What follows belongs to an exercise in optimizing a design on an open flow for small area, a short achievable clock period and few clock cycles per item; a production flow would make more cautious choices. The RTL was checked by simulation tests, not by an equivalence proof against the original design. Power and IR drop assume default switching activity.

alpha:
Design booth_pp_accumulator, start of the top module:
module booth_pp_accumulator
(
    input  logic                            Clk,
    input  logic                            Reset,
    input  logic                            In_Valid,
    output logic                            In_Ready,
    input  logic [booth_acc_pkg::PP_W-1:0]  PP0,
    input  logic [booth_acc_pkg::PP_W-1:0]  PP1,
    input  logic [booth_acc_pkg::PP_W-1:0]  PP2,
    input  logic [booth_acc_pkg::PP_W-1:0]  PP3,
    input  logic [booth_acc_pkg::PP_W-1:0]  PP4,
    input  logic [booth_acc_pkg::PP_W-1:0]  PP5,
    input  logic [booth_acc_pkg::PP_W-1:0]  PP6,
    input  logic [booth_acc_pkg::PP_W-1:0]  PP7,
    input  logic [booth_acc_pkg::PP_W-1:0]  PP8,
    input  logic [booth_acc_pkg::PP_W-1:0]  PP9,
    input  logic [booth_acc_pkg::PP_W-1:0]  PP10,
    input  logic [booth_acc_pkg::PP_W-1:0]  PP11,
    input  logic [booth_acc_pkg::PP_W-1:0]  PP12,
    input  logic [booth_acc_pkg::PP_W-1:0]  PP13,
    input  logic [booth_acc_pkg::PP_W-1:0]  PP14,
    input  logic [booth_acc_pkg::PP_W-1:0]  PP15,
    input  logic [31:0]                     PP16,
    input  logic [15:0]                     Error_Correction,
    output logic                            Out_Valid,
  ...
export LEC_CHECK = 0
export CAP_MARGIN = 20
export CORE_MARGIN = 2
export CORE_UTILIZATION = 40
export SLEW_MARGIN = 20
export SYNTH_HIERARCHICAL = 1
export SYNTH_MINIMUM_KEEP_SIZE = 0
create_clock -name core_clock -period 5.0 [get_ports {Clk}]
standard.sh (not shown) runs the stock make flow with config.mk's settings and CLKGATE_MAP_FILE= SYNTH_SCRIPT=/design/flow/synth_recipe.tcl, a recipe that flattens the netlist after the stock synthesis.
==> flow/flow/run.sh <==
#!/bin/bash
# Own layout flow: the standard ORFS flow, with the I/O port buffers that global
# placement inserts (one per input and output port, as in the standard flow) made from
# sky130_fd_sc_hd__buf_1 instead of the delay-cell buffer buffer_ports picks by default.
# Every tool's output goes to the ORFS logs under orfs/logs and to flow_run.log here.
set -euo pipefail
export BUFFER_PORTS_ARGS="-buffer_cell sky130_fd_sc_hd__buf_1"
bash standard.sh finish > flow_run.log 2>&1
alpha did not stop at any stage, and its layout met the timing, design-rule and antenna checks.
Testbench counts of alpha, summed over its fixed seeds: cycles 4,800, items 2,400.
--- input diff alpha..beta ---
Settings: SETUP_SLACK_MARGIN: unset -> 1.3.
==> summary.txt <==
As far as deepest clock path buffer count goes, beta and alpha are indistinguishable; the numbers are identical.
Compared with alpha, beta shows a lower initial antenna violation count.
Total routed wirelength delta (alpha -> beta): insignificant
For the portion of total power attributed to combinational logic, beta came in 1.8 points higher than alpha did.
Of alpha and beta, the run reporting the lower count of instances resized after the clock tree is built was alpha.
On fraction of the cycle the final worst path needs: beta sits below alpha.
Power ends up higher on beta.
Between alpha and beta, the final standard cell area without fillers is higher for beta.
Input-level comparison between gamma and beta:
Settings: SETUP_SLACK_MARGIN changed from 1.3 to 1.6.
Notes after the runs:
- Share of the clock period used by the worst path ends up lower on beta.
- Count of plain and timing-repair buffers in the layout, beta and gamma: smaller value in beta
- Comparing the two runs side by side, gamma comes out behind beta on minimum clock period.
- Summary of gamma over beta: wire length of the first global-routing pass up about 2.6%, layout clock buffer count shows an increase of 1, internal power of the cells increased by about 20% relative to the old numbers, power density over the cells +about 7%.
- Combinational fraction of design power (gamma over beta): increase, 2.3 points

---

Setup of onyx:
Another version of the RTL of booth_pp_accumulator (not shown whole).
For scale: about 1300 cells after synthesis, about 660 I/O pins, ~0.017 mm2 of cells after synthesis.
clock: 5.0 ns
lec_check: 0
cap_margin: 20
core_margin: 2
core_utilization: 40
cts_buf_list: sky130_fd_sc_hd__clkbuf_4 sky130_fd_sc_hd__clkbuf_8
setup_slack_margin: 1.1
slew_margin: 20
synth_hierarchical: 1
synth_minimum_keep_size: 0
==> flow/flow/run.sh <==
#!/bin/bash
# Own layout flow: the standard ORFS flow (standard.sh: its synthesis, floorplan,
# placement, CTS and routing), with two changes:
#  - the I/O port buffers that global placement inserts (one per input and output port,
#    as in the standard flow) are sky130_fd_sc_hd__buf_1 instead of the delay-cell buffer
#    buffer_ports picks by default;
#  - before floorplanning, gates that synthesis sized up are put back at their smallest
#    drive strength (flow/pre_floorplan.tcl); repair then sizes up what timing needs.
# Every tool's output goes to the ORFS logs under orfs/logs and to flow_run.log here.
set -euo pipefail
here=$(cd "$(dirname "$0")" && pwd)
export BUFFER_PORTS_ARGS="-buffer_cell sky130_fd_sc_hd__buf_1"
export PRE_FLOORPLAN_TCL="$here/pre_floorplan.tcl"
bash standard.sh finish > flow_run.log 2>&1
==> flow/flow/pre_floorplan.tcl <==
# Before floorplanning: put the one-cell modules' gates that synthesis sized up back at
# their smallest drive strength (same function); later repair sizes up what timing needs.
set db [ord::get_db]
set swaps {
  sky130_fd_sc_hd__maj3_2  sky130_fd_sc_hd__maj3_1
  sky130_fd_sc_hd__a21oi_2 sky130_fd_sc_hd__a21oi_1
}
set n 0
foreach inst [[ord::get_db_block] getInsts] {
  set name [[$inst getMaster] getName]
  if { [dict exists $swaps $name] } {
    $inst swapMaster [$db findMaster [dict get $swaps $name]]
    incr n
  }
}
puts "pre_floorplan: resized $n cells to the smallest drive strength"
Per the final summary, onyx finished and its layout is clean on timing, DRC and antenna.
Testbench counts of onyx, summed over its fixed seeds: cycles 4,800, items 2,400.
Input changes introduced in violet (baseline for comparison: onyx):
- a change of SETUP_SLACK_MARGIN from 1.1 to 0.7
### Flow results
Going from onyx to violet, the post-route met1 wirelength was found to have gone down by 1.8%. Max area of all placed cells without fillers across violet and onyx: onyx. Density: violet sparser than onyx. On via count, violet and onyx are basically level. Relative to onyx, final-layout worst hold slack increased by 0.048 ns in violet. Measured against onyx, the internal power of violet comes out at 0.891 times the reference value.
diff inputs: violet => indigo
- swapping 0.7 for 0.9 in SETUP_SLACK_MARGIN
- putting PLACE_DENSITY at 0.8 where nothing was set
Notes after the runs:
- Lower number of fillers in the final layout among indigo and violet: indigo
- Going from violet to indigo, total leakage power saw a decrease; worst setup slack saw a decrease.
#### Input delta (pepper over indigo)
- PLACE_DENSITY no longer set, was 0.8
Notes after the runs:
Status: total sequential power parity (indigo, pepper). Sort pepper and indigo by power, ascending, and pepper comes first. Relative to indigo, global routing met1 resource utilization decreased by 1.4 points in pepper. The higher share of total power in sequential cells came out of pepper. [compare] base=indigo new=pepper: total routed wire length on the met1 layer went down by 1400 um, average wire per standard cell went down by about 10%, sequential cell count was more or less identical, number of vias after detailed routing went down by 310.

## afterwards: timing with drivers on the ports
How much do the figures lean on ideal ports? The routed layouts below were timed once more, with nothing changed but the port constraints.
Step 1 assumes that a clkbuf_16 drives the clock port and a buf_2 every other input.
Step 2 also shifts input and output timing later by t, the mid clock arrival at the registers, as if the neighbouring blocks saw the same clock.
a / b / c = ideal / step 1 / step 2; a / b = the first two.
run	shift t [ns]	setup slack, ns	hold slack, ns	clock arrival spread, ns	pins driven straight from the clock port
alpha	0.401	0.998 / 0.949 / 0.637	0.622 / 0.622 / 0.622	0.012 / 0.011	1
beta	0.422	1.250 / 1.256 / 0.834	0.609 / 0.609 / 0.609	0.008 / 0.008	1
gamma	0.415	1.211 / 1.215 / 0.800	0.604 / 0.604 / 0.604	0.019 / 0.018	1
onyx	0.420	1.032 / 1.052 / 0.632	0.608 / 0.608 / 0.608	0.025 / 0.026	1
violet	0.416	0.958 / 0.944 / 0.527	0.656 / 0.656 / 0.656	0.022 / 0.021	1
indigo	0.430	0.946 / 0.962 / 0.531	0.602 / 0.602 / 0.602	0.021 / 0.021	1
pepper	0.423	1.006 / 1.027 / 0.604	0.662 / 0.662 / 0.662	0.014 / 0.014	1
After both steps setup and hold are still met in every run listed. The setup slack of violet, which loses most, moves by -0.014 ns with the drivers and by -0.431 ns with both steps.
